Source: an optimization exercise on an open RTL-to-GDS flow (aim: small area and few clock cycles per item). Production flows keep margins and buffers that such runs may drop. The RTL was checked by simulation tests, not by an equivalence proof against the original design. No run shown here takes its clock network from TritonCTS; it comes from the design's own scripts or RTL. The clock input has no modelled driver; a real chip could not lean on it and would need a root buffer or a full tree. Power and IR drop assume default switching activity.

### flow/run.sh
#!/bin/bash
# The standard layout with three changes:
#  - synthesis maps the logic with an area-oriented ABC script: each
#    flow/abc_*.script is tried (read through ABC_AREA=1, everything else in
#    synthesis the standard one, so the registers are the standard synthesis's)
#    and the one giving the smallest cell area is used;
#  - each port gets the smallest buffer (buf_1) instead of the delay buffer
#    that buffer_ports picks by default;
#  - the clock tree is built by flow/mcts.tcl (one root buffer and five leaf
#    buffers) in place of clock_tree_synthesis; the rest of the CTS step
#    (placement legalisation, timing repair) is ORFS's own.
# Each tool's output goes to a log in this folder (trial_*/synth.log,
# synth.log, layout.log) and ORFS's own logs under orfs/logs.
set -euo pipefail
W=$PWD
names=()
for s in flow/abc_*.script; do
  n=$(basename "$s" .script)
  names+=("$n")
  rm -rf "trial_$n"
  mkdir -p "trial_$n"
  cp -r "$FLOW_HOME/scripts" "trial_$n/scripts"
  cp "$s" "trial_$n/scripts/abc_area.script"
  sed "s#WORK_HOME=$W/orfs #WORK_HOME=$W/trial_$n/orfs #" standard.sh > "trial_$n/standard.sh"
  grep -q "WORK_HOME=$W/trial_$n/orfs " "trial_$n/standard.sh"
  ( SCRIPTS_DIR="$W/trial_$n/scripts" bash "trial_$n/standard.sh" synth > "trial_$n/synth.log" 2>&1 ) &
done
wait
best=""
besta=""
for n in "${names[@]}"; do
  f="trial_$n/orfs/reports/sky130hd/ultrasonic_echo_ranger/base/synth_stat.txt"
  [[ -f $f ]] || continue
  a=$(grep "Chip area for module" "$f" | awk '{print $NF}')
  echo "$n $a" >> abc_choice.txt
  if [[ -z $best ]] || awk -v a="$a" -v b="$besta" 'BEGIN{exit !(a < b)}'; then
    best=$n
    besta=$a
  fi
done
echo "chosen $best $besta" >> abc_choice.txt
SCRIPTS_DIR="$W/trial_$best/scripts" bash standard.sh synth > synth.log 2>&1
export BUFFER_PORTS_ARGS="-buffer_cell sky130_fd_sc_hd__buf_1"
bash standard.sh place > layout.log 2>&1
rm -rf scripts_cts
cp -r "$FLOW_HOME/scripts" scripts_cts
python3 - "$W" <<'PY'
import sys
p = 'scripts_cts/cts.tcl'
s = open(p).read()
old = 'log_cmd clock_tree_synthesis {*}$cts_args'
assert s.count(old) == 1
s = s.replace(old, 'source {%s/flow/mcts.tcl}' % sys.argv[1])
open(p, 'w').write(s)
PY
SCRIPTS_DIR="$W/scripts_cts" bash standard.sh cts >> layout.log 2>&1
bash standard.sh >> layout.log 2>&1
### flow/abc_nf1.script
strash
&get -n
&st
&dch -f
&nf -R 1000
&put
topo
### flow/abc_nf2.script
strash
&get -n
&st
&dch -f
&nf -R 1000
&st
&syn2
&dch -f
&nf -R 1000
&put
topo
### flow/abc_s4.script
strash
&get -n
&st
&dch -f
&nf -R 1000
&st
&syn4
&dch -f
&nf -R 1000
&put
topo
### flow/mcts.tcl
# Clock tree built by hand, sourced by cts.tcl in place of clock_tree_synthesis:
# the clock port drives one root buffer, which drives one leaf buffer per
# group of flip-flops; the groups split the flip-flops into MCTS_KX columns by
# x and each column into MCTS_KY rows by y, and each buffer sits at the centre
# of what it drives. Every flip-flop is two buffers from the port.
set mcts_kx 5
set mcts_ky 1
set mcts_leaf sky130_fd_sc_hd__clkbuf_8
set mcts_root sky130_fd_sc_hd__clkbuf_2

set block [ord::get_db_block]
set clknet [$block findNet clk]
set sinks {}
foreach it [$clknet getITerms] {
  set loc [[$it getInst] getLocation]
  lappend sinks [list [lindex $loc 0] [lindex $loc 1] $it]
}
set n [llength $sinks]
set sinks [lsort -integer -index 0 $sinks]
set groups {}
for {set gx 0} {$gx < $mcts_kx} {incr gx} {
  set col [lrange $sinks [expr {$gx * $n / $mcts_kx}] [expr {($gx + 1) * $n / $mcts_kx - 1}]]
  set col [lsort -integer -index 1 $col]
  set m [llength $col]
  for {set gy 0} {$gy < $mcts_ky} {incr gy} {
    lappend groups [lrange $col [expr {$gy * $m / $mcts_ky}] [expr {($gy + 1) * $m / $mcts_ky - 1}]]
  }
}
set sx 0
set sy 0
foreach s $sinks {
  set sx [expr {$sx + [lindex $s 0]}]
  set sy [expr {$sy + [lindex $s 1]}]
}
set ri [odb::dbInst_create $block [[ord::get_db] findMaster $mcts_root] clkbuf_root]
set rootnet [odb::dbNet_create $block clknet_root]
$rootnet setSigType CLOCK
[$ri findITerm A] connect $clknet
[$ri findITerm X] connect $rootnet
$ri setLocation [expr {$sx / $n}] [expr {$sy / $n}]
$ri setPlacementStatus PLACED
set g 0
foreach grp $groups {
  set sx 0
  set sy 0
  foreach s $grp {
    set sx [expr {$sx + [lindex $s 0]}]
    set sy [expr {$sy + [lindex $s 1]}]
  }
  set bi [odb::dbInst_create $block [[ord::get_db] findMaster $mcts_leaf] clkbuf_leaf_$g]
  set nn [odb::dbNet_create $block clknet_leaf_$g]
  $nn setSigType CLOCK
  foreach s $grp {
    set it [lindex $s 2]
    $it disconnect
    $it connect $nn
  }
  [$bi findITerm A] connect $rootnet
  [$bi findITerm X] connect $nn
  $bi setLocation [expr {$sx / [llength $grp]}] [expr {$sy / [llength $grp]}]
  $bi setPlacementStatus PLACED
  incr g
}
$clknet setSigType CLOCK
puts "mcts: $n flip-flops, [llength $groups] leaf buffers"
set_propagated_clock [all_clocks]
### standard.sh
#!/bin/bash
# synth_recipe.tcl (not shown) runs the flow's synth.tcl, then flattens the netlist and writes it again
# the make line also repeats each setting of config.mk as NAME=value (left out here)
make -C /OpenROAD-flow-scripts/flow DESIGN_CONFIG=/design/flow/config.mk WORK_HOME=/design/flow/orfs CLKGATE_MAP_FILE= SYNTH_SCRIPT=/design/flow/synth_recipe.tcl "${@:-finish}"
### config.mk
export PLATFORM = sky130hd
export DESIGN_NAME = ultrasonic_echo_ranger
export DESIGN_NICKNAME = ultrasonic_echo_ranger
export VERILOG_FILES = /design/flow/design.v
export SDC_FILE = /design/flow/constraint.sdc
export NUM_CORES = 4
export LEC_CHECK = 0
export ABC_AREA = 1
export CAP_MARGIN = 20
export CORE_MARGIN = 2
export CORE_UTILIZATION = 75
export CTS_BUF_LIST = sky130_fd_sc_hd__clkbuf_8
export GPL_TIMING_DRIVEN = 0
export PLACE_DENSITY = 0.85
export SLEW_MARGIN = 20
### constraint.sdc
create_clock -name core_clock -period 7.0 [get_ports {clk}]
set_input_delay 1.4000 -clock core_clock [delete_from_list [all_inputs] [get_ports {clk}]]
set_output_delay 1.4000 -clock core_clock [all_outputs]
set_load 0.01 [all_outputs]
### design.v
package uer_pkg;
  localparam int RANGE_W    = 13;
  localparam int CM_W       = 9;
  localparam int TRIG_W     = 8;
  localparam int HOLD_W     = 17;
  localparam int CFG_IDX_W  = 3;
  localparam int CFG_DATA_W = 17;
  localparam logic [CFG_IDX_W-1:0] REG_TRIG_PULSE = 3'd0;
  localparam logic [CFG_IDX_W-1:0] REG_HOLDOFF    = 3'd1;
  localparam logic [CFG_IDX_W-1:0] REG_MIN_CM     = 3'd2;
  localparam logic [CFG_IDX_W-1:0] REG_MAX_CM     = 3'd3;
  localparam logic [CFG_IDX_W-1:0] REG_NEAR_CM    = 3'd4;
  localparam logic [TRIG_W-1:0] TRIG_PULSE_RST = 8'd10;
  localparam logic [HOLD_W-1:0] HOLDOFF_RST    = 17'd101000;
  localparam logic [CM_W-1:0]   MIN_CM_RST     = 9'd2;
  localparam logic [CM_W-1:0]   MAX_CM_RST     = 9'd400;
  localparam logic [CM_W-1:0]   NEAR_CM_RST    = 9'd5;
endpackage
module ultrasonic_echo_ranger (
  input  logic                           clk,
  input  logic                           rst,
  input  logic                           sample_valid,
  output logic                           sample_ready,
  input  logic                           sample_echo_level,
  output logic                           result_valid,
  input  logic                           result_ready,
  output logic                           result_trig_level,
  output logic                           result_result_valid,
  output logic [uer_pkg::RANGE_W-1:0]    result_range_sixteenths,
  output logic                           result_near,
  input  logic                           cfg_wr_en,
  input  logic [uer_pkg::CFG_IDX_W-1:0]  cfg_index,
  input  logic [uer_pkg::CFG_DATA_W-1:0] cfg_data
);
  function automatic logic ge17(input logic [16:0] a, input logic [16:0] b);
    ge17 = 1'b1;
    for (int i = 0; i < 17; i++) ge17 = (a[i] ^ b[i]) ? a[i] : ge17;
  endfunction
  function automatic logic ge8(input logic [7:0] a, input logic [7:0] b);
    ge8 = 1'b1;
    for (int i = 0; i < 8; i++) ge8 = (a[i] ^ b[i]) ? a[i] : ge8;
  endfunction
  logic [uer_pkg::TRIG_W-1:0] trig_cfg, trig_q;
  logic [uer_pkg::HOLD_W-1:0] hold_cfg, hold_q;
  logic [uer_pkg::CM_W-1:0]   min_cm, max_cm, near_cm, min_q, max_q, near_q;
  logic                       wr_trig, wr_hold, wr_min, wr_max, wr_near;
  logic [uer_pkg::CFG_DATA_W-1:0] rmask;
  assign rmask   = {uer_pkg::CFG_DATA_W{rst}};
  assign wr_trig = rst || (cfg_wr_en && cfg_index == uer_pkg::REG_TRIG_PULSE);
  assign wr_hold = rst || (cfg_wr_en && cfg_index == uer_pkg::REG_HOLDOFF);
  assign wr_min  = rst || (cfg_wr_en && cfg_index == uer_pkg::REG_MIN_CM);
  assign wr_max  = rst || (cfg_wr_en && cfg_index == uer_pkg::REG_MAX_CM);
  assign wr_near = rst || (cfg_wr_en && cfg_index == uer_pkg::REG_NEAR_CM);
  always_ff @(posedge clk) begin
    if (wr_trig)
      trig_q <= ~((cfg_data[7:0] & ~rmask[7:0]) | (uer_pkg::TRIG_PULSE_RST & rmask[7:0]));
    if (wr_hold)
      hold_q <= ~((cfg_data & ~rmask) | (uer_pkg::HOLDOFF_RST & rmask));
    if (wr_min)
      min_q  <= ~((cfg_data[8:0] & ~rmask[8:0]) | (uer_pkg::MIN_CM_RST & rmask[8:0]));
    if (wr_max)
      max_q  <= ~((cfg_data[8:0] & ~rmask[8:0]) | (uer_pkg::MAX_CM_RST & rmask[8:0]));
    if (wr_near)
      near_q <= ~((cfg_data[8:0] & ~rmask[8:0]) | (uer_pkg::NEAR_CM_RST & rmask[8:0]));
  end
  assign trig_cfg = ~trig_q;
  assign hold_cfg = ~hold_q;
  assign min_cm   = ~min_q;
  assign max_cm   = ~max_q;
  assign near_cm  = ~near_q;
  logic vld, accept, fin_hold;
  assign sample_ready = (!vld || result_ready) && !fin_hold;
  assign accept       = sample_valid && sample_ready;
  assign result_valid = vld;
  always_ff @(posedge clk) begin
    vld <= !rst && (accept || (vld && !result_ready));
  end
  localparam logic [2:0] PH_LOW1 = 3'd0;
  localparam logic [2:0] PH_HIGH = 3'd2;
  localparam logic [2:0] PH_LOW2 = 3'd3;
  localparam logic [2:0] PH_WAIT = 3'd1;
  localparam logic [2:0] PH_MEAS = 3'd5;
  localparam logic [2:0] PH_HOLD = 3'd4;
  localparam logic [2:0] PH_LOW1F = 3'd7;
  localparam logic [2:0] PH_HOLDF = 3'd6;
  logic [2:0]  phase, phase_n;
  logic [16:0] cnt, cnt_n, cnt_inc;
  logic        done, fin, step, cnt_en, ph_en;
  logic        load1, load3;
  logic        fin_pend, f_load, f_step;
  assign done = (phase == PH_HOLD || phase == PH_HOLDF) ? ge17(cnt, hold_cfg)
                                                       : ge8(cnt[7:0], trig_cfg);
  always_comb begin
    cnt_inc = cnt + 1'b1;
    if (phase == PH_MEAS && cnt[4:0] == 5'd31) cnt_inc[1:0] = 2'b11;
  end
  always_comb begin
    phase_n = phase;
    fin     = 1'b0;
    step    = 1'b1;    
    load1   = 1'b0;
    load3   = 1'b0;
    case (phase)
      PH_LOW1, PH_LOW1F: begin
        phase_n = PH_LOW1;
        if (done) begin phase_n = PH_HIGH; load1 = 1'b1; end
      end
      PH_HIGH: if (done) begin phase_n = PH_LOW2; load1 = 1'b1; end
      PH_LOW2: if (done) begin phase_n = PH_WAIT; load3 = 1'b1; end
      PH_WAIT: begin
        step = sample_echo_level;
        if (sample_echo_level) phase_n = PH_MEAS;
      end
      PH_MEAS: begin
        if (!sample_echo_level) begin
          fin     = 1'b1;
          load1   = 1'b1;
          phase_n = (hold_cfg == '0) ? PH_LOW1F : PH_HOLDF;
        end else begin
          step = !(&cnt[14:0]);
        end
      end
      default: begin
        phase_n = PH_HOLD;
        if (done) begin phase_n = PH_LOW1; load1 = 1'b1; end
      end
    endcase
  end
  assign fin_pend = (phase == PH_MEAS) && sample_valid && !sample_echo_level;
  assign fin_hold = fin_pend && !(cnt[15] && cnt[1:0] == 2'd3);
  assign f_load   = fin_pend && !cnt[15] && !vld;
  assign f_step   = fin_pend && cnt[15] && cnt[1:0] != 2'd3;
  assign cnt_en = rst || (accept && step) || f_load || f_step;
  assign cnt_n  = rst ? 17'd1 : f_load ? 17'h08000 : f_step ? cnt_inc
                : load1 ? 17'd1 : load3 ? 17'd3 : cnt_inc;
  assign ph_en  = rst || accept;
  always_ff @(posedge clk) begin
    if (ph_en)  phase <= phase_n & ~rmask[2:0];
    if (cnt_en) cnt   <= cnt_n;
  end
  logic [2:0]  ef;
  logic [8:0]  ysel;
  logic        c0, cmp_lt, rng_en, near_en;
  logic [12:0] rng_n;
  always_comb begin
    case (cnt[4:0])
      5'd3,  5'd4,  5'd5,  5'd6:  ef = 3'd0;
      5'd7,  5'd8,  5'd9,  5'd10: ef = 3'd1;
      5'd11, 5'd12, 5'd13:        ef = 3'd2;
      5'd14, 5'd15, 5'd16, 5'd17: ef = 3'd3;
      5'd18, 5'd19, 5'd20, 5'd21: ef = 3'd4;
      5'd22, 5'd23, 5'd24:        ef = 3'd5;
      5'd25, 5'd26, 5'd27, 5'd28: ef = 3'd6;
      default:                    ef = 3'd7;
    endcase
  end
  assign ysel = cnt[1] ? near_cm : cnt[0] ? min_cm : max_cm;
  assign c0   = !(cnt[1] ^ cnt[0]);
  always_comb begin
    cmp_lt = c0 && result_range_sixteenths[3:0] == 4'd0;
    for (int i = 0; i < 9; i++)
      cmp_lt = (result_range_sixteenths[i+4] ^ ysel[i]) ? ysel[i] : cmp_lt;
  end
  assign rng_en  = rst || f_load ||
                   (f_step && cnt[1:0] == 2'd0 && !cmp_lt) ||
                   (f_step && cnt[1:0] == 2'd1 && cmp_lt);
  assign rng_n   = f_load ? {cnt[14:5], ef} : {ysel, 4'd0};
  assign near_en = rst || (fin_pend && cnt[15] && cnt[1] && (cnt[0] ^ cmp_lt));
  assign result_result_valid = (phase == PH_LOW1F) || (phase == PH_HOLDF);
  always_ff @(posedge clk) begin
    if (rng_en)  result_range_sixteenths <= rng_n & ~rmask[12:0];
    if (near_en) result_near             <= !cnt[0] && !rst;
    if (accept) result_trig_level <= (phase == PH_HIGH);
  end
endmodule
==> impl_metrics.toml, run 1 <==
[timing]
slew-limit-headroom = 0.2772
worst_pin_slew_ns = 1.084
maxSlewViolCount = 0
min_period_over_period = 0.7229
finalClockSkew_ns = 0.01254
holdWs_ns = 0.5341
fmax_mhz = 197.6
hold_viol = 0
min_period_ns = 5.061
finalSetupTns_ns = 0
grt_setup_unrepaired = "false"
setup_viol = 0

[status]
status = "no timing/DRC/antenna violations"

[cells_and_area]
syn_to_final_growth_pct = 8.700
final_net_count = 448
final_cell_count_no_fill = 483
design_area_um2 = 4487
drive_above_1_share = 0.02676
antenna_cells = 0

[clocking]
clkTransAtPathRegs_ns = 0.11
post_cts_buffers = 0
clk_latency_ns = 0.45
cts_resized = 0
cts-hold-fix-buffers = 0

[global_route]
antenna_found_initial = 0
grt_first_pass_wirelength_um = 14120
gr-total-overflow = 0
first_global_vias = 2965
grt_usage = 0.2955
grt_max_degree = 23

[yosys]
synth_ff_type = "edfxtp_1"
seq_area_frac_synth = 0.6378
yosysMostFrequentCell = "edfxtp_1"
synth-edff-count = 87
ys_top_cells_by_count = "edfxtp_1, nor2_1, nand2_1, o21ai_0, o22ai_1"
syn_nets = 394
synth_top_area_frac = 0.6329
ys_ff_latch = 88
syn_avg_cell_area_um2 = 11.50
synth_area_leader_cell = "edfxtp_1"
synth.distinct_cells = 36
postSynth.asyncResetShare = 0
syn-instance-count = 359
synthTopCellsByArea = "edfxtp_1, nor2_1, nand2_1"
syn_area_um2 = 4128
yosysWarnings = 1

[power_and_ir_drop]
vdd_drop_max_mv = 0.2301
power_density_nw_per_um2 = 257.1
p_total_mw = 1.154
leakagePower_nw = 1.519

[die]
row_count = 27
dieWidth_um = 78.19
ios = 44
die_y_um = 78.19
core_um2 = 5405
dieArea_um2 = 6113
initial_core_util = 0.7637

[placed_design]
port_buffers = 43
place_congestion = 0.9073
dpl_cell_area_um2 = 4413
dp_hpwl_um = 6482
post-place-cells = 477

[drt]
via_per_inst = 6.503
ant_nets = 0
drc_errors = 0
drtIter0Drc = 304
vias = 3141
drtPass1Iterations = 4
wl_per_cell_um = 18.17
wl_um = 8774

[run]
cap_violations = 0

[worst_setup_path]
critPathArrivalTime_ns = 5.24
cp-start-kind = "flop"
cp.required_ns = 7.18
end_kind = "flop"
crit_fanout = 17
criticalPathCategory = "flop to flop"

[hold_path]
hold_class = "flop to flop"
power by group:
part           internal [mW]  switching [mW]  total (mW)
Combinational         0.0899           0.145       0.235
Sequential             0.648          0.0598       0.708
Clock                 0.0678           0.143       0.211
Total                  0.806           0.348        1.15
placed cells by master, fill, tap and decap left out, drive strengths merged, types with 3 or more instances in the layout:
cell type  instances
a31oi              7
nor3               5
a221oi             5
clkinv            16
clkbuf             6
and3               6
ha                 9
a22oi              7
xor2               3
buf               46
a21oi             15
edfxtp            87
and2               3
maj3               3
nand2             46
nand4              7
xnor2             10
o22ai             17
nand3              9
o21ai             27
nor2              53
critical path: stages (launching register included):
cell and delay (ns):
edfxtp_1 0.48, clkinv_1 0.46, ha_1 0.50, or3_1 0.41, o31ai_1 0.19, o21ai_0 0.14, o21ai_0 0.10, a21oi_1 0.08
a221oi_1 0.21, o22ai_1 0.14, maj3_1 0.38, maj3_1 0.37, maj3_1 0.41, mux2i_1 0.14, o21ai_1 0.50, buf_4 0.27
cells by family (layout without fill, tap and decap cells):
logic type | count (synthesis) | after routing | share of synthesized area
AND/OR/NAND/NOR | 139 | 139 | 0.1482
buffers and inverters | 16 | 68 | 0.01455
adder cells (fa/ha/maj) | 12 | 12 | 0.03456
multiplexers | 1 | 1 | 0.002425
XOR/XNOR | 13 | 13 | 0.02758
AO/OA/AOI/OAI | 90 | 90 | 0.1349
flip-flops | 88 | 88 | 0.6378
flip-flops by register name, indices dropped and copies added (netlist names):
register and count:
min_q 9, near_q 9, trig_q 8, hold_q 17, cnt 17, phase 3
max_q 9, result_range_sixteenths 13, result_trig_level 1, vld 1, result_near 1
worst paths after layout:
check,startpoint,to,slack (ns),depth (start not counted)
setup reg to reg,cnt[1],result_range_sixteenths[12],1.94,15
hold reg to reg,vld,vld,0.53,2
hold / removal,vld,vld,0.53,2
setup / recovery,cnt[1],result_range_sixteenths[12],1.94,15
per-layer routing:
layer	GRT usage	share of wire	routed length, µm
met1	0.3987	0.39	3460
met5	0	0	0
met2	0.5319	0.52	4551
met3	0.02184	0.068	595
met4	0.07018	0.019	166
metrics by stage:
stage	utilization	worst slack [ns]
final	0.8301	1.939
after global routing	0.8301	1.525
after CTS	0.8301	1.983
after detailed placement	0.8164	2.008
after global placement	0.8102	1.399
after floorplan	-	2.216
layout make-up:
cell class,count,area (µm²)
Buffer,6,73.82
Fill cell,326,918.4
Inverter,16,60.06
Multi-Input combinational cell,255,1445
Sequential cell,88,2633
Tap cell,72,90.09
Timing Repair Buffer,46,185.2
Testbench counts, summed over its fixed seeds: cycles 797,463, ticks 796,967.
==> run 2, diff against run 1 <==
--- a/config.mk
+++ b/config.mk
@@ -9,7 +9,7 @@
 export CAP_MARGIN = 20
 export CORE_MARGIN = 2
-export CORE_UTILIZATION = 75
+export CORE_UTILIZATION = 85
 export CTS_BUF_LIST = sky130_fd_sc_hd__clkbuf_8
 export GPL_TIMING_DRIVEN = 0
-export PLACE_DENSITY = 0.85
+export PLACE_DENSITY = 0.92
 export SLEW_MARGIN = 20
==> impl_metrics.toml, run 2 <==
[worst_setup_path]
criticalPathCategory = "flop to flop"
cp_num_buf_inv = 2
cp-start-kind = "flop"
cpPeakStageDelay_ns = 0.55
worstPathCellList = "clkinv_1 -> nand2_1 -> o22ai_1 -> a21oi_1 -> a221oi_1 -> o21ai_0 -> o221ai_1 -> a21oi_1 -> a221oi_1 -> o21ai_0 -> o221ai_1 -> a21oi_1 -> a221oi_1 -> o21ai_0 -> o211ai_1 -> o21a_1 -> a21oi_1 -> o21ai_0 -> nand3_1 -> clkinv_1 -> and2_0"
crit_fanout = 17
crit_family = "compound AO/OA/AOI/OAI gates"
end_kind = "flop"
slowest_stage = "nand2_1"
cp.required_ns = 7.23
critPathArrivalTime_ns = 5.87

[timing]
slew-limit-headroom = 0.2487
grt_setup_unrepaired = "false"
worst_pin_slew_ns = 1.118
setup_viol = 0
min_period_ns = 5.643
finalClockSkew_ns = 0.01854
hold_viol = 0
maxSlewViolCount = 0
finalSetupTns_ns = 0
min_period_over_period = 0.8062
fmax_mhz = 177.2

[yosys]
ys_top_cells_by_count = "edfxtp_1, nor2_1, nand2_1, o21ai_0, o22ai_1"
syn_area_um2 = 4128
yosysMostFrequentCell = "edfxtp_1"
synth_top_area_frac = 0.6329
synth.distinct_cells = 36
synthTopCellsByArea = "edfxtp_1, nor2_1, nand2_1"
syn_nets = 394
synth_ff_type = "edfxtp_1"
syn-instance-count = 359
syn_avg_cell_area_um2 = 11.50
synth-edff-count = 87
seq_area_frac_synth = 0.6378
postSynth.asyncResetShare = 0
ys_ff_latch = 88
yosysWarnings = 1
synth_area_leader_cell = "edfxtp_1"

[cells_and_area]
final_util = 0.9504
antenna_cells = 0
syn_to_final_growth_pct = 8.033
final_net_count = 447
top_regs = "cnt: 17 flops, hold_q: 17 flops, result_range_sixteenths: 13 flops"
final_common_cell = "edfxtp_1"
drive_above_1_share = 0.02439
final_cell_mix = "edfxtp_1, nor2_1, nand2_1"

[placed_design]
dp_hpwl_um = 7406
port_buffers = 43
place_congestion = 0.9145

[run]
cap_violations = 0

[global_route]
use_met2 = 0.7321
grt_max_degree = 23
met1_usage = 0.5522
grt_usage = 0.4589
gr-total-overflow = 0
grt-busiest-layer = "met2"
use_met3 = 0.1372
first_global_vias = 3415
grt_first_pass_wirelength_um = 18040
antenna_found_initial = 0

[clocking]
cts-hold-fix-buffers = 0
clk_latency_ns = 0.47
clkTransAtPathRegs_ns = 0.11
cts_resized = 0
post_cts_buffers = 0

[hold_path]
hold_class = "flop to flop"

[drt]
drtPass1Iterations = 8
wl_per_cell_um = 25.49
wl_um = 11830
via_per_inst = 7.843
drc_errors = 0
vias = 3639
ant_nets = 0
drtIter0Drc = 602

[die]
dieArea_um2 = 5429
initial_core_util = 0.8797
dieWidth_um = 73.69
row_count = 25
ios = 44
core_um2 = 4692
die_y_um = 73.69

[power_and_ir_drop]
power_density_nw_per_um2 = 269.3
vdd_drop_max_mv = 0.2512
leakagePower_nw = 1.513

[status]
status = "no timing/DRC/antenna violations"
-- run 2: changes by cell type in the layout (fill, tap and decap cells not counted), sizes merged --
cell,before,now
buf,46,45
-- run 2: cell families (layout without fill, tap and decap cells) --
group / after synthesis / count (layout) / share of synthesized area
AOI/OAI and AO/OA: 90 / 90 / 0.1349
muxes: 1 / 1 / 0.002425
xor gates and xnor gates: 13 / 13 / 0.02758
adders and majority gates: 12 / 12 / 0.03456
and+or+nand+nor: 139 / 139 / 0.1482
DFF: 88 / 88 / 0.6378
buffers and inverters: 16 / 67 / 0.01455
-- run 2: final cells by class --
class	count	area, µm²
fillers	130	232.7
well taps	54	67.56
repair buffers	45	180.2
flip-flops and latches	88	2633
plain buffers	6	73.82
multi-input cells	255	1445
inverters	16	60.06
-- run 2: per-layer routing --
| layer | up-vias | part of all wire |
|---|---|---|
| met3 | 116 | 0.14 |
| li1 | 1463 | - |
| met5 | - | 0 |
| met4 | 0 | 0.078 |
| met1 | 1622 | 0.30 |
| met2 | 438 | 0.48 |
-- run 2: path summary, 6_finish.rpt --
kind / start / to / slack, ns / cells after the start
setup / recovery: cnt[1] / cnt[2] / 1.36 / 21
hold / removal: vld / vld / 0.55 / 2
setup reg to reg: cnt[1] / cnt[2] / 1.36 / 21
hold reg to reg: vld / vld / 0.55 / 2
-- run 2: report_power, final --
group	total [mW]	internal, mW	switching (mW)
combinational	0.265	0.0916	0.174
sequential	0.722	0.648	0.0736
clock	0.214	0.0677	0.146
total	1.20	0.808	0.393
-- run 2: tightest hold or removal path: cells and delay by family (launching register included) --
| kind | cells | cell delay [ns] |
|---|---|---|
| simple gates | 1 | 0.08 |
| compound gates | 1 | 0.05 |
| flops | 1 | 0.38 |
-- run 2: through the flow --
stage	cells	setup WS (ns)	power, mW	instance area [µm²]	hold WS, ns
finish	464	1.357	1.201	4459	0.5528
global route	464	1.219	1.228	4459	0.5638
CTS	464	1.772	1.173	4459	0.5364
detailed placement	458	1.979	0.9613	4385	0.5208
global placement	456	1.472	0.9315	4357	0.4891
floorplan	359	2.216	0.8670	4128	0.5053
==> run 3, diff against run 2 <==
--- a/flow/run.sh
+++ b/flow/run.sh
@@ -7,6 +7,6 @@
 #  - each port gets the smallest buffer (buf_1) instead of the delay buffer
 #    that buffer_ports picks by default;
-#  - the clock tree is built by flow/mcts.tcl (one root buffer and five leaf
-#    buffers) in place of clock_tree_synthesis; the rest of the CTS step
+#  - the clock tree is built by flow/mcts.tcl (one root inverter and three
+#    leaf inverters) in place of clock_tree_synthesis; the rest of the CTS step
 #    (placement legalisation, timing repair) is ORFS's own.
 # Each tool's output goes to a log in this folder (trial_*/synth.log,
--- a/flow/mcts.tcl
+++ b/flow/mcts.tcl
@@ -1,13 +1,21 @@
 # Clock tree built by hand, sourced by cts.tcl in place of clock_tree_synthesis:
-# the clock port drives one root buffer, which drives one leaf buffer per
-# group of flip-flops; the groups split the flip-flops into MCTS_KX columns by
-# x and each column into MCTS_KY rows by y, and each buffer sits at the centre
-# of what it drives. Every flip-flop is two buffers from the port.
-set mcts_kx 5
+# the clock port drives one root inverter, which drives one leaf inverter per
+# group of flip-flops; the groups split the flip-flops into mcts_kx columns by
+# x and each column into mcts_ky rows by y, and each cell sits at the centre
+# of what it drives. Every flip-flop is two inverters from the port, so it
+# sees the clock itself, and all flip-flops see it through the same depth.
+set mcts_kx 3
 set mcts_ky 1
-set mcts_leaf sky130_fd_sc_hd__clkbuf_8
-set mcts_root sky130_fd_sc_hd__clkbuf_2
+set mcts_leaf sky130_fd_sc_hd__inv_12
+set mcts_root sky130_fd_sc_hd__inv_4
 
 set block [ord::get_db_block]
+proc mcts_outpin {inst} {
+  foreach it [$inst getITerms] {
+    if {[$it isOutputSignal]} {
+      return $it
+    }
+  }
+}
 set clknet [$block findNet clk]
 set sinks {}
@@ -37,5 +45,5 @@
 $rootnet setSigType CLOCK
 [$ri findITerm A] connect $clknet
-[$ri findITerm X] connect $rootnet
+[mcts_outpin $ri] connect $rootnet
 $ri setLocation [expr {$sx / $n}] [expr {$sy / $n}]
 $ri setPlacementStatus PLACED
@@ -57,5 +65,5 @@
   }
   [$bi findITerm A] connect $rootnet
-  [$bi findITerm X] connect $nn
+  [mcts_outpin $bi] connect $nn
   $bi setLocation [expr {$sx / [llength $grp]}] [expr {$sy / [llength $grp]}]
   $bi setPlacementStatus PLACED
@@ -63,4 +71,4 @@
 }
 $clknet setSigType CLOCK
-puts "mcts: $n flip-flops, [llength $groups] leaf buffers"
+puts "mcts: $n flip-flops, [llength $groups] leaf inverters"
 set_propagated_clock [all_clocks]
--- a/config.mk
+++ b/config.mk
@@ -9,7 +9,7 @@
 export CAP_MARGIN = 20
 export CORE_MARGIN = 2
-export CORE_UTILIZATION = 85
+export CORE_UTILIZATION = 75
 export CTS_BUF_LIST = sky130_fd_sc_hd__clkbuf_8
 export GPL_TIMING_DRIVEN = 0
-export PLACE_DENSITY = 0.92
+export PLACE_DENSITY = 0.85
 export SLEW_MARGIN = 20
==> impl_metrics.toml, run 3 <==
[timing]
finalSetupTns_ns = 0
setup_viol = 0
finalClockSkew_ns = 0.01563
min_period_over_period = 0.7199
layout_setup_ws_ns = 1.961
fmax_mhz = 198.5
maxSlewViolCount = 0
slew-limit-headroom = 0.2821
min_period_ns = 5.039
hold_viol = 0
worst_pin_slew_ns = 1.077
grt_setup_unrepaired = "false"

[yosys]
postSynth.asyncResetShare = 0
yosysMostFrequentCell = "edfxtp_1"
synth_top_family_by_area = "simple AND/OR/NAND/NOR gates"
muxShareOfSynthArea = 0.002425
ys_ff_latch = 88
synth_compound_area_frac = 0.1349
syn_area_um2 = 4128
synth_area_leader_cell = "edfxtp_1"
yosysWarnings = 1
syn-instance-count = 359
syn_avg_cell_area_um2 = 11.50
syn_nets = 394
synth_top_area_frac = 0.6329
ys_top_cells_by_count = "edfxtp_1, nor2_1, nand2_1, o21ai_0, o22ai_1"
synth_fa_ha_area_frac = 0.03456
synth_ff_type = "edfxtp_1"
yosys.area_share.xor_xnor = 0.02758
seq_area_frac_synth = 0.6378
synthTopCellsByArea = "edfxtp_1, nor2_1, nand2_1"
synth-edff-count = 87
yosys.area_share.simple = 0.1482
synth.distinct_cells = 36

[drt]
vias = 3149
drtPass1Iterations = 5
drc_errors = 0
wl_met3_um = 577
top_layer_used = "met4"
wl_um = 8655
wl_met1_um = 3485
met2WireLength_um = 4367
ant_nets = 0
via_per_inst = 6.547
drtIter0Drc = 290
wl_per_cell_um = 17.99

[run]
cap_violations = 0

[die]
dieArea_um2 = 6113
dieWidth_um = 78.19
core_um2 = 5405
row_count = 27
initial_core_util = 0.7637
die_y_um = 78.19
ios = 44

[global_route]
antenna_found_initial = 0
grt_max_degree = 31
first_global_vias = 2937
grt_usage = 0.2929
grt_first_pass_wirelength_um = 14000
gr-total-overflow = 0

[cells_and_area]
final_cell_mix = "edfxtp_1, nor2_1, nand2_1"
num-fill-cells = 319
top_regs = "cnt: 17 flops, hold_q: 17 flops, result_range_sixteenths: 13 flops"
drive_above_1_share = 0.02200
antenna_cells = 0
design_area_um2 = 4468
syn_to_final_growth_pct = 8.245
final_net_count = 446
final_common_cell = "edfxtp_1"
final_cell_count_no_fill = 481

[worst_setup_path]
crit_family = "adder cells"
end_kind = "flop"
crit_fanout = 17
cp.required_ns = 6.95
cp_num_buf_inv = 2
cpPeakStageDelay_ns = 0.51
cp_common_cell = "maj3_1"
slowest_stage = "ha_1"
criticalPathCategory = "flop to flop"
critPathArrivalTime_ns = 4.99
cp-start-kind = "flop"
worstPathCellList = "clkinv_1 -> ha_1 -> or3_1 -> o31ai_1 -> o21ai_0 -> o21ai_0 -> a21oi_1 -> a221oi_1 -> o22ai_1 -> maj3_1 -> maj3_1 -> maj3_1 -> mux2i_1 -> o21ai_1 -> buf_4"

[clocking]
clk_latency_ns = 0.22
clkTransAtPathRegs_ns = 0.11
post_cts_buffers = 0
cts-hold-fix-buffers = 0
cts_resized = 0

[power_and_ir_drop]
p_total_mw = 1.130
power_density_nw_per_um2 = 252.9
vdd_drop_max_mv = 0.2115
leakagePower_nw = 1.505

[hold_path]
hold_class = "flop to flop"

[placed_design]
port_buffers = 43
place_congestion = 0.9073
dp_hpwl_um = 6482
dpl_cell_area_um2 = 4413
post-place-cells = 477
pre_cts_ws_ns = 2.008

[status]
status = "no timing/DRC/antenna violations"
## run 3: changes by cell type in the layout (fill, tap and decap cells not counted), sizes merged
cell,before,now
inv,0,4
clkbuf,6,0
buf,45,46
## run 3: cell type report
type                    instances  area, µm²  area share
inverters                      20      115.1     0.02576
multi-input cells             255       1445      0.3234
flip-flops and latches         88       2633      0.5892
well taps                      72      90.09     0.02016
repair buffers                 46      185.2     0.04145
## run 3: worst paths after layout
check	depth (start not counted)	slack (ns)	startpoint	endpoint
hold / removal	2	0.54	vld	vld
hold reg to reg	2	0.54	vld	vld
setup / recovery	15	1.96	cnt[1]	result_range_sixteenths[8]
setup reg to reg	15	1.96	cnt[1]	result_range_sixteenths[8]
## run 3: per-stage QoR
stage	util	hold WS (ns)
after detailed placement	0.8164	0.5212
after floorplan	-	0.5053
after global routing	0.8266	0.5827
after CTS	0.8266	0.5371
after global placement	0.8102	0.4918
final	0.8266	0.5392
## run 3: logic make-up (layout without fill, tap and decap cells)
| logic type | count (synthesis) | after routing |
|---|---|---|
| simple gates | 139 | 139 |
| fa+ha+maj | 12 | 12 |
| mux | 1 | 1 |
| compound gates | 90 | 90 |
| buf+inv | 16 | 66 |
| xor+xnor | 13 | 13 |
| flops | 88 | 88 |
## run 3: worst min-delay path, delay by kind of cell, from the launching register on
family           cells  cell delay [ns]
flip-flops           1             0.37
AND/OR/NAND/NOR      1             0.07
AO/OA/AOI/OAI        1             0.05
## run 3: power breakdown
part | switching, mW | internal (mW) | total, mW
Clock | 0.162 | 0.0250 | 0.187
Combinational | 0.145 | 0.0901 | 0.235
Sequential | 0.0594 | 0.648 | 0.707
Total | 0.367 | 0.763 | 1.13
## run 3: metal layers
layer | vias up | track usage
met1 | 1511 | 0.4066
met2 | 155 | 0.5164
li1 | 1463 | -
met3 | 20 | 0.01724
met5 | - | 0
met4 | 0 | 0.07368
==> run 4, diff against run 3 <==
--- a/flow/run.sh
+++ b/flow/run.sh
@@ -1,8 +1,10 @@
 #!/bin/bash
-# The standard layout with three changes:
-#  - synthesis maps the logic with an area-oriented ABC script: each
-#    flow/abc_*.script is tried (read through ABC_AREA=1, everything else in
-#    synthesis the standard one, so the registers are the standard synthesis's)
-#    and the one giving the smallest cell area is used;
+# The standard layout with these changes:
+#  - synthesis leaves the adders to ABC (ADDER_MAP_FILE empty, so no half or
+#    full adder cells are extracted before it) and maps the logic with an
+#    area-oriented ABC script: each flow/abc_*.script is tried (read through
+#    ABC_AREA=1; everything else in synthesis is the standard one, so the
+#    registers are the standard synthesis's) and the one giving the smallest
+#    cell area is used;
 #  - each port gets the smallest buffer (buf_1) instead of the delay buffer
 #    that buffer_ports picks by default;
@@ -14,4 +16,5 @@
 set -euo pipefail
 W=$PWD
+export ADDER_MAP_FILE=
 names=()
 for s in flow/abc_*.script; do
@@ -25,4 +28,7 @@
   grep -q "WORK_HOME=$W/trial_$n/orfs " "trial_$n/standard.sh"
   ( SCRIPTS_DIR="$W/trial_$n/scripts" bash "trial_$n/standard.sh" synth > "trial_$n/synth.log" 2>&1 ) &
+  if (( ${#names[@]} % 3 == 0 )); then
+    wait
+  fi
 done
 wait
==> flow/abc_a4.script (new file) <==
strash
&get -n
&st
&dch
&nf -R 1000
&st
&syn4
&dch
&nf -R 1000
&put
topo
==> flow/abc_dc2.script (new file) <==
strash
&get -n
&st
&dc2
&dch -f
&nf -R 1000
&st
&syn4
&dch -f
&nf -R 1000
&put
topo
==> flow/abc_s4b.script (new file) <==
strash
&get -n
&st
&dch -f
&nf -R 1000
&st
&syn4
&dch -f
&nf -R 1000
&st
&syn4
&dch -f
&nf -R 1000
&put
topo
==> impl_metrics.toml, run 4 <==
[status]
status = "no timing/DRC/antenna violations"

[clocking]
clk_latency_ns = 0.22
clkTransAtPathRegs_ns = 0.10
cts-hold-fix-buffers = 0
cts_resized = 0
post_cts_buffers = 0

[die]
dieWidth_um = 76.85
ios = 44
die_y_um = 76.85
initial_core_util = 0.7793
dieArea_um2 = 5905
row_count = 26
core_um2 = 5107

[cells_and_area]
syn_to_final_growth_pct = 8.739
top_regs = "cnt: 17 flops, hold_q: 17 flops, result_range_sixteenths: 13 flops"
seq_area_um2 = 2633
antenna_cells = 0
drive_above_1_share = 0.02710
final_net_count = 397
final_common_cell = "edfxtp_1"
multiInputGateArea_um2 = 1334
final_cell_mix = "edfxtp_1, buf_1, nor2_1"
num-fill-cells = 277

[placed_design]
dp_hpwl_um = 6041
port_buffers = 43
pre_cts_ws_ns = 2.363
place_congestion = 0.8296

[drt]
vias = 2979
wl_um = 8439
drtIter0Drc = 326
wl_per_cell_um = 19.22
wl_met3_um = 919
drc_errors = 0
top_layer_used = "met4"
ant_nets = 0
drtPass1Iterations = 7
met2WireLength_um = 4307
via_per_inst = 6.786
wl_met1_um = 3115

[run]
cap_violations = 0

[timing]
worst_pin_slew_ns = 1.045
grt_setup_unrepaired = "false"
hold_viol = 0
setup_viol = 0
finalClockSkew_ns = 0.01681
slew-limit-headroom = 0.3011
min_period_over_period = 0.6843
min_period_ns = 4.790
layout_setup_ws_ns = 2.210
finalSetupTns_ns = 0
fmax_mhz = 208.8
maxSlewViolCount = 0

[worst_setup_path]
r2r_start = "cnt[1]"
cp-start-kind = "flop"
end_kind = "flop"
critPathArrivalTime_ns = 4.63
crit_fanout = 23
critPathLaunch = "cnt[1]"
cp.required_ns = 6.84
reg2reg_depth = 13
reg2reg_slack_ns = 2.21
reg2reg_to = "result_range_sixteenths[11]"
crit_end = "result_range_sixteenths[11]"
criticalPathCategory = "flop to flop"

[global_route]
first_global_vias = 2752
grt_first_pass_wirelength_um = 13390
gr-total-overflow = 0
antenna_found_initial = 0
grt_max_degree = 40
grt_usage = 0.2887

[yosys]
ys_top_cells_by_count = "edfxtp_1, nor2_1, nand2_1, a21oi_1, nand2b_1"
syn-instance-count = 320
synth-edff-count = 87
synthTopCellsByArea = "edfxtp_1, nor2_1, a21oi_1"
postSynth.asyncResetShare = 0
synth.distinct_cells = 39
syn_avg_cell_area_um2 = 12.44
synth_top_area_frac = 0.6564
syn_nets = 346
synth_area_leader_cell = "edfxtp_1"
yosysWarnings = 1
syn_area_um2 = 3980
yosysMostFrequentCell = "edfxtp_1"
ys_ff_latch = 88
seq_area_frac_synth = 0.6614
synth_ff_type = "edfxtp_1"

[hold_path]
hold_class = "flop to flop"

[power_and_ir_drop]
leakagePower_nw = 1.436
power_density_nw_per_um2 = 260.5
vdd_drop_max_mv = 0.2461
run 4: changes by cell type in the layout (fill, tap and decap cells not counted), sizes merged, moves of 6 or more:
cell	delta
a21oi	+7
a222oi	+6
clkinv	-6
ha	-9
nand2	-20
nand2b	+16
nor2	-17
o21ai	-14
o22ai	-8
run 4: worst min-delay path by stage:
| stage | start | to | slack (ns) | cells past startpoint |
|---|---|---|---|---|
| floorplan | vld | vld | 0.52 | 2 |
| global placement | vld | vld | 0.51 | 2 |
| detailed placement | vld | vld | 0.54 | 2 |
| CTS | vld | vld | 0.56 | 2 |
| global route | vld | vld | 0.60 | 2 |
| finish | vld | vld | 0.56 | 2 |
run 4: final cells by class:
class,instances,area share
inverter,14,0.02139
multi-input combinational,222,0.3082
sequential,88,0.6083
tap,70,0.02024
timing repair buffer,45,0.04192
run 4: cells by family after synthesis:
family | Yosys count | synth area share
XOR/XNOR | 9 | 0.01981
adder cells (fa/ha/maj) | 2 | 0.005030
buffers and inverters | 10 | 0.009432
AND/OR/NAND/NOR | 117 | 0.1421
flip-flops | 88 | 0.6614
AO/OA/AOI/OAI | 94 | 0.1622
run 4: stage by stage:
stage | std cells | power, mW | utilization | cell area [µm²] | hold slack (ns)
finish | 439 | 1.127 | 0.8474 | 4328 | 0.5647
global route | 439 | 1.180 | 0.8474 | 4328 | 0.6039
CTS | 439 | 1.123 | 0.8474 | 4328 | 0.5561
detailed placement | 435 | 0.9476 | 0.8366 | 4273 | 0.5398
global placement | 433 | 0.9283 | 0.8280 | 4229 | 0.5117
floorplan | 320 | 0.8620 | - | 3980 | 0.5238
run 4: per-layer routing:
layer / vias to the layer above / track usage
met5: - / 0
met2: 205 / 0.5167
met1: 1399 / 0.4089
li1: 1364 / -
met4: 0 / 0.03273
met3: 11 / 0.02000
run 4: report_power, final:
group	internal (mW)	switching, mW	total, mW
clock network	0.0250	0.158	0.183
registers	0.650	0.0691	0.719
logic	0.0878	0.137	0.225
total	0.763	0.364	1.13
run 4: worst max-delay path, stage by stage (launching register included):
cell and delay, ns:
edfxtp_1 0.98, nor2_1 0.39, a222oi_1 0.59, a21oi_1 0.08, nor2_1 0.12, a31oi_1 0.06
a21oi_1 0.19, a221oi_1 0.07, o221ai_1 0.20, a21oi_1 0.10, maj3_1 0.37, maj3_1 0.38
xnor2_1 0.21, o31ai_4 0.67
==> run 5, diff against run 4 <==
==> flow/abc_b4.script (new file) <==
strash
&get -n
&st
&syn2
&dch
&nf -R 1000
&st
&syn4
&dch
&nf -R 1000
&put
topo
==> impl_metrics.toml, run 5 <==
[drt]
drtIter0Drc = 477
wl_per_cell_um = 19.15
vias = 2959
drtPass1Iterations = 6
drc_errors = 0
ant_nets = 0
wl_um = 8542
via_per_inst = 6.635

[worst_setup_path]
critPathLaunch = "cnt[1]"
crit_fanout = 26
criticalPathCategory = "flop to flop"
reg2reg_depth = 12
end_kind = "flop"
cp.required_ns = 6.93
cp-start-kind = "flop"
critPathArrivalTime_ns = 4.92
r2r_start = "cnt[1]"

[status]
status = "no timing/DRC/antenna violations"

[yosys]
postSynth.asyncResetShare = 0
syn_avg_cell_area_um2 = 12.23
syn-instance-count = 324
ys_ff_latch = 88
seq_area_frac_synth = 0.6646
synth_top_area_frac = 0.6595
synth_area_leader_cell = "edfxtp_1"
syn_nets = 350
ys_top_cells_by_count = "edfxtp_1, nand2_1, nor2_1, a21oi_1, clkinv_1"
syn_area_um2 = 3961
synthTopCellsByArea = "edfxtp_1, nand2_1, nor2_1"
yosysMostFrequentCell = "edfxtp_1"
synth-edff-count = 87
synth_ff_type = "edfxtp_1"
synth.distinct_cells = 39
yosysWarnings = 1

[clocking]
post_cts_buffers = 0
cts_resized = 0
clkTransAtPathRegs_ns = 0.10
cts-hold-fix-buffers = 0
clk_latency_ns = 0.21

[cells_and_area]
drive_above_1_share = 0.03457
top_regs = "cnt: 17 flops, hold_q: 17 flops, result_range_sixteenths: 13 flops"
final_net_count = 404
antenna_cells = 0
num-fill-cells = 277
final_cell_mix = "edfxtp_1, buf_1, nand2_1"
final_common_cell = "edfxtp_1"
syn_to_final_growth_pct = 9.097
final_cell_count_no_fill = 446

[die]
core_um2 = 5107
dieArea_um2 = 5879
dieWidth_um = 76.68
ios = 44
die_y_um = 76.68
initial_core_util = 0.7756
row_count = 26

[global_route]
gr-total-overflow = 0
grt_max_degree = 31
antenna_found_initial = 0
grt_usage = 0.3011
first_global_vias = 2821
grt_first_pass_wirelength_um = 14030

[placed_design]
place_congestion = 0.8745
post-place-cells = 442
dp_hpwl_um = 6222
pre_cts_ws_ns = 2.083
port_buffers = 43

[timing]
worst_pin_slew_ns = 1.065
maxSlewViolCount = 0
fmax_mhz = 200.4
hold_viol = 0
finalSetupTns_ns = 0
setup_viol = 0
slew-limit-headroom = 0.2897
min_period_over_period = 0.7128
min_period_ns = 4.990
grt_setup_unrepaired = "false"
layout_setup_ws_ns = 2.010
finalClockSkew_ns = 0.007151

[run]
cap_violations = 0

[power_and_ir_drop]
leakagePower_nw = 1.446
power_density_nw_per_um2 = 259.9
vdd_drop_max_mv = 0.1642

[hold_path]
min_from = "vld"
hold_class = "flop to flop"
hold_depth = 2
run 5: changes by cell type after synthesis, moves of 3 or more:
cell / before / now
clkinv_1: 10 / 13
a31o_1: 3 / 0
nand2_1: 26 / 41
nand2b_1: 16 / 2
run 5: per-layer routing:
layer  wire length [µm]  vias up  GRT usage
met5                  0        -          0
met1               3422     1387     0.4328
met3                739       16    0.02941
met4                160        0    0.06545
li1                   -     1381          -
met2               4219      175     0.5114
run 5: worst paths after layout:
check | end | slack, ns
max | result_range_sixteenths[6] | 2.01
min | vld | 0.55
max reg2reg | result_range_sixteenths[6] | 2.01
min reg2reg | vld | 0.55
run 5: area by class of cell:
type | instances | area (µm²) | area share
tap | 70 | 87.58 | 0.02027
timing repair buffer | 48 | 191.4 | 0.04430
multi-input combinational | 223 | 1306 | 0.3023
inverter | 17 | 103.9 | 0.02403
sequential | 88 | 2633 | 0.6091
run 5: cells by family (layout without fill, tap and decap cells):
kind of cell,Yosys count,after routing,synth area share
flops,88,88,0.6646
simple gates,119,119,0.1352
fa+ha+maj,3,3,0.007581
xor+xnor,9,9,0.01990
buf+inv,13,65,0.01232
compound gates,92,92,0.1605
run 5: report_power, final:
part / switching [mW] / internal (mW) / leakage (nW)
combinational: 0.134 / 0.0869 / 0.530
clock: 0.161 / 0.0250 / 0.0263
sequential: 0.0681 / 0.649 / 0.890
total: 0.362 / 0.761 / 1.45
run 5: critical path, cell delays in order, from the launching register on:
cell      delay [ns]
edfxtp_1        0.97
nor2_1          0.39
a222oi_1        0.67
a22oi_1         0.19
o21ai_0         0.14
a21o_1          0.16
a21oi_1         0.07
maj3_1          0.37
maj3_1          0.36
maj3_1          0.40
xnor2_1         0.17
o31ai_2         0.51
buf_4           0.29
run 5: through the flow:
| step | total power [mW] | area [µm²] | hold WS [ns] | util |
|---|---|---|---|---|
| after global routing | 1.174 | 4322 | 0.5884 | 0.8462 |
| after CTS | 1.122 | 4322 | 0.5552 | 0.8462 |
| after detailed placement | 0.9446 | 4267 | 0.5382 | 0.8354 |
| after floorplan | 0.8595 | 3961 | 0.5238 | - |
| after global placement | 0.9254 | 4210 | 0.5108 | 0.8244 |
| final | 1.123 | 4322 | 0.5539 | 0.8462 |
==> run 6, diff against run 5 <==
--- a/design.v
+++ b/design.v
@@ -129,5 +129,5 @@
   assign fin_pend = (phase == PH_MEAS) && sample_valid && !sample_echo_level;
   assign fin_hold = fin_pend && !(cnt[15] && cnt[1:0] == 2'd3);
-  assign f_load   = fin_pend && !cnt[15] && !vld;
+  assign f_load   = fin_pend && !cnt[15] && (!vld || result_ready);
   assign f_step   = fin_pend && cnt[15] && cnt[1:0] != 2'd3;
   assign cnt_en = rst || (accept && step) || f_load || f_step;
==> flow/abc_b3.script (new file) <==
strash
&get -n
&st
&dc2
&dch -f
&nf -R 1000
&st
&dc2
&dch -f
&nf -R 1000
&put
topo
==> impl_metrics.toml, run 6 <==
[die]
dieWidth_um = 76.57
die_y_um = 76.57
initial_core_util = 0.7734
row_count = 26
ios = 44
core_um2 = 5107
dieArea_um2 = 5863

[clocking]
post_cts_buffers = 0
cts-hold-fix-buffers = 0
cts_resized = 0
clkTransAtPathRegs_ns = 0.11
clk_latency_ns = 0.22

[power_and_ir_drop]
swShare = 0.3277
p_seq_frac = 0.638
p_clk_frac = 0.168
internal_power_uw = 756.7
vdd_drop_max_mv = 0.2902
comb_power_share = 0.194
power_density_nw_per_um2 = 261.4
p_sw_uw = 368.9
leakagePower_nw = 1.437

[yosys]
yosysWarnings = 1
syn_nets = 361
synth_top_area_frac = 0.6614
synth_ff_type = "edfxtp_1"
ys_top_cells_by_count = "edfxtp_1, nand2_1, nor2_1, a21oi_1, o21ai_0"
synth.distinct_cells = 35
syn_avg_cell_area_um2 = 11.79
postSynth.asyncResetShare = 0
syn-instance-count = 335
synth_area_leader_cell = "edfxtp_1"
synthTopCellsByArea = "edfxtp_1, nand2_1, nor2_1"
synth-edff-count = 87
ys_ff_latch = 88
seq_area_frac_synth = 0.6665
yosysMostFrequentCell = "edfxtp_1"
syn_area_um2 = 3950

[drt]
vias = 3022
wl_um = 8763
drc_errors = 0
drtPass1Iterations = 5
via_per_inst = 6.627
wl_per_cell_um = 19.22
ant_nets = 0
drtIter0Drc = 297

[placed_design]
pre_cts_ws_ns = 2.003
dp_hpwl_um = 6443
port_buffers = 43
dpl_cell_area_um2 = 4250
place_congestion = 0.9063

[timing]
maxSlewViolCount = 0
slew-limit-headroom = 0.2570
finalSetupTns_ns = 0
fmax_mhz = 197.7
worst_pin_slew_ns = 1.114
min_period_over_period = 0.7224
setup_viol = 0
grt_setup_unrepaired = "false"
finalClockSkew_ns = 0.01307
min_period_ns = 5.057
hold_viol = 0
layout_setup_ws_ns = 1.943

[cells_and_area]
syn_to_final_growth_pct = 8.996
final_cell_mix = "edfxtp_1, nand2_1, buf_1"
final_common_cell = "edfxtp_1"
design_area_um2 = 4305
top_regs = "cnt: 17 flops, hold_q: 17 flops, result_range_sixteenths: 13 flops"
final_net_count = 414
num-fill-cells = 301
drive_above_1_share = 0.03109
antenna_cells = 0

[worst_setup_path]
worstPathCellList = "nor2_1 -> a222oi_1 -> a21oi_1 -> nor2_1 -> a31oi_1 -> maj3_1 -> o21ai_0 -> a21oi_1 -> a221oi_1 -> o21ai_0 -> maj3_1 -> maj3_1 -> xnor2_1 -> o31ai_2 -> buf_4"
cp_num_buf_inv = 1
reg2reg_slack_ns = 1.94
crit_family = "compound AO/OA/AOI/OAI gates"
crit_fanout = 25
critPathArrivalTime_ns = 5.00
cp-start-kind = "flop"
cp_common_cell = "maj3_1"
slowest_stage = "edfxtp_1"
cp.required_ns = 6.94
cpPeakStageDelay_ns = 0.95
criticalPathCategory = "flop to flop"
end_kind = "flop"

[global_route]
grt_max_degree = 31
first_global_vias = 2830
grt_first_pass_wirelength_um = 14120
antenna_found_initial = 0
gr-total-overflow = 0
grt_usage = 0.3066

[run]
cap_violations = 0

[hold_path]
hold_class = "flop to flop"

[status]
status = "no timing/DRC/antenna violations"
run 6: changes by cell type after synthesis, moves of 2 or more:
cell,change
nand2_1,+20
a21oi_1,-2
a31oi_1,+3
nor2_1,-4
a222oi_1,-5
a32o_1,-2
clkinv_1,-5
a211oi_1,-2
o21ai_0,+9
a22oi_1,+5
a22o_1,-7
o22ai_1,+3
run 6: cell families after synthesis:
logic type / after synthesis / share of synthesized area
AOI/OAI and AO/OA: 93 / 0.1492
xor gates and xnor gates: 9 / 0.01996
adders and majority gates: 3 / 0.007602
buffers and inverters: 8 / 0.007602
DFF: 88 / 0.6665
and+or+nand+nor: 134 / 0.1492
run 6: layout make-up:
cell class	instances	area, µm²	share of cell area
sequential	88	2633	0.6114
multi-input combinational	239	1314	0.3051
timing repair buffer	47	186.4	0.04330
tap	70	87.58	0.02034
inverter	12	85.08	0.01976
run 6: power by group through the flow:
stage          combinational [mW]  clock [mW]  sequential (mW)
2_1_floorplan               0.145           0            0.711
3_3_place_gp                0.198           0            0.722
3_5_place_dp                0.214           0            0.727
4_1_cts                     0.215       0.190            0.715
5_1_grt                     0.244       0.206            0.726
6_report                    0.218       0.189            0.718
run 6: metal layers:
| metal | share of wire | track usage | vias to the layer above |
|---|---|---|---|
| li1 | - | - | 1402 |
| met1 | 0.40 | 0.4443 | 1438 |
| met2 | 0.51 | 0.5327 | 174 |
| met3 | 0.077 | 0.02014 | 8 |
| met4 | 0.013 | 0.05091 | 0 |
| met5 | 0 | 0 | - |
run 6: tightest hold or removal path, cell delays in order, from the launching register on:
cell      delay [ns]
edfxtp_1        0.42
xor2_1          0.08
nor2_1          0.08
run 6: final timing paths:
path | from | to | cells after the start
setup / recovery | cnt[1] | result_range_sixteenths[8] | 15
hold / removal | cnt[16] | cnt[16] | 2
setup reg to reg | cnt[1] | result_range_sixteenths[8] | 15
hold reg to reg | cnt[16] | cnt[16] | 2
run 6: through the flow:
stage / total power [mW] / util / hold WS (ns) / cells
detailed placement: 0.9412 / 0.8322 / 0.6631 / 452
floorplan: 0.8554 / - / 0.5835 / 335
finish: 1.126 / 0.8430 / 0.6838 / 456
CTS: 1.120 / 0.8430 / 0.6815 / 456
global placement: 0.9197 / 0.8221 / 0.6292 / 448
global route: 1.176 / 0.8430 / 0.7198 / 456
Testbench counts of run 6, summed over its fixed seeds: cycles 797,367, ticks 796,967.

==> port drivers added, routing unchanged <==
The flow's constraints put no driver on any port. The routed layouts listed below were extracted and timed again, unchanged, in two steps.
Step 1 sets driving cells, clkbuf_16 on the clock port and buf_2 on the other inputs (assumed; they add their load-dependent delay and slew).
Step 2 times the ports against the registers' clock, not the clock port: input delays grow and output delays shrink by t, the midpoint of the rising clock arrivals with the driver on.
a / b / c = no drivers / after step 1 / after step 2; a / b = the first two.
| run | shift t [ns] | slack for setup (ns) | latest minus earliest clock arrival (ns) | slew at the worst register clock pin (ns) |
|---|---|---|---|---|
| run 1 | 0.469 | 1.939 / 1.939 / 1.939 | 0.013 / 0.013 | 0.11 / 0.11 |
| run 2 | 0.488 | 1.357 / 1.357 / 1.357 | 0.018 / 0.019 | 0.11 / 0.11 |
| run 3 | 0.251 | 1.961 / 1.961 / 1.961 | 0.015 / 0.015 | 0.11 / 0.11 |
| run 4 | 0.242 | 2.210 / 2.210 / 2.210 | 0.017 / 0.017 | 0.11 / 0.11 |
| run 5 | 0.247 | 2.010 / 2.010 / 2.010 | 0.010 / 0.009 | 0.10 / 0.10 |
| run 6 | 0.249 | 1.943 / 1.943 / 1.943 | 0.013 / 0.013 | 0.11 / 0.11 |
After both steps every run listed still meets setup and hold.
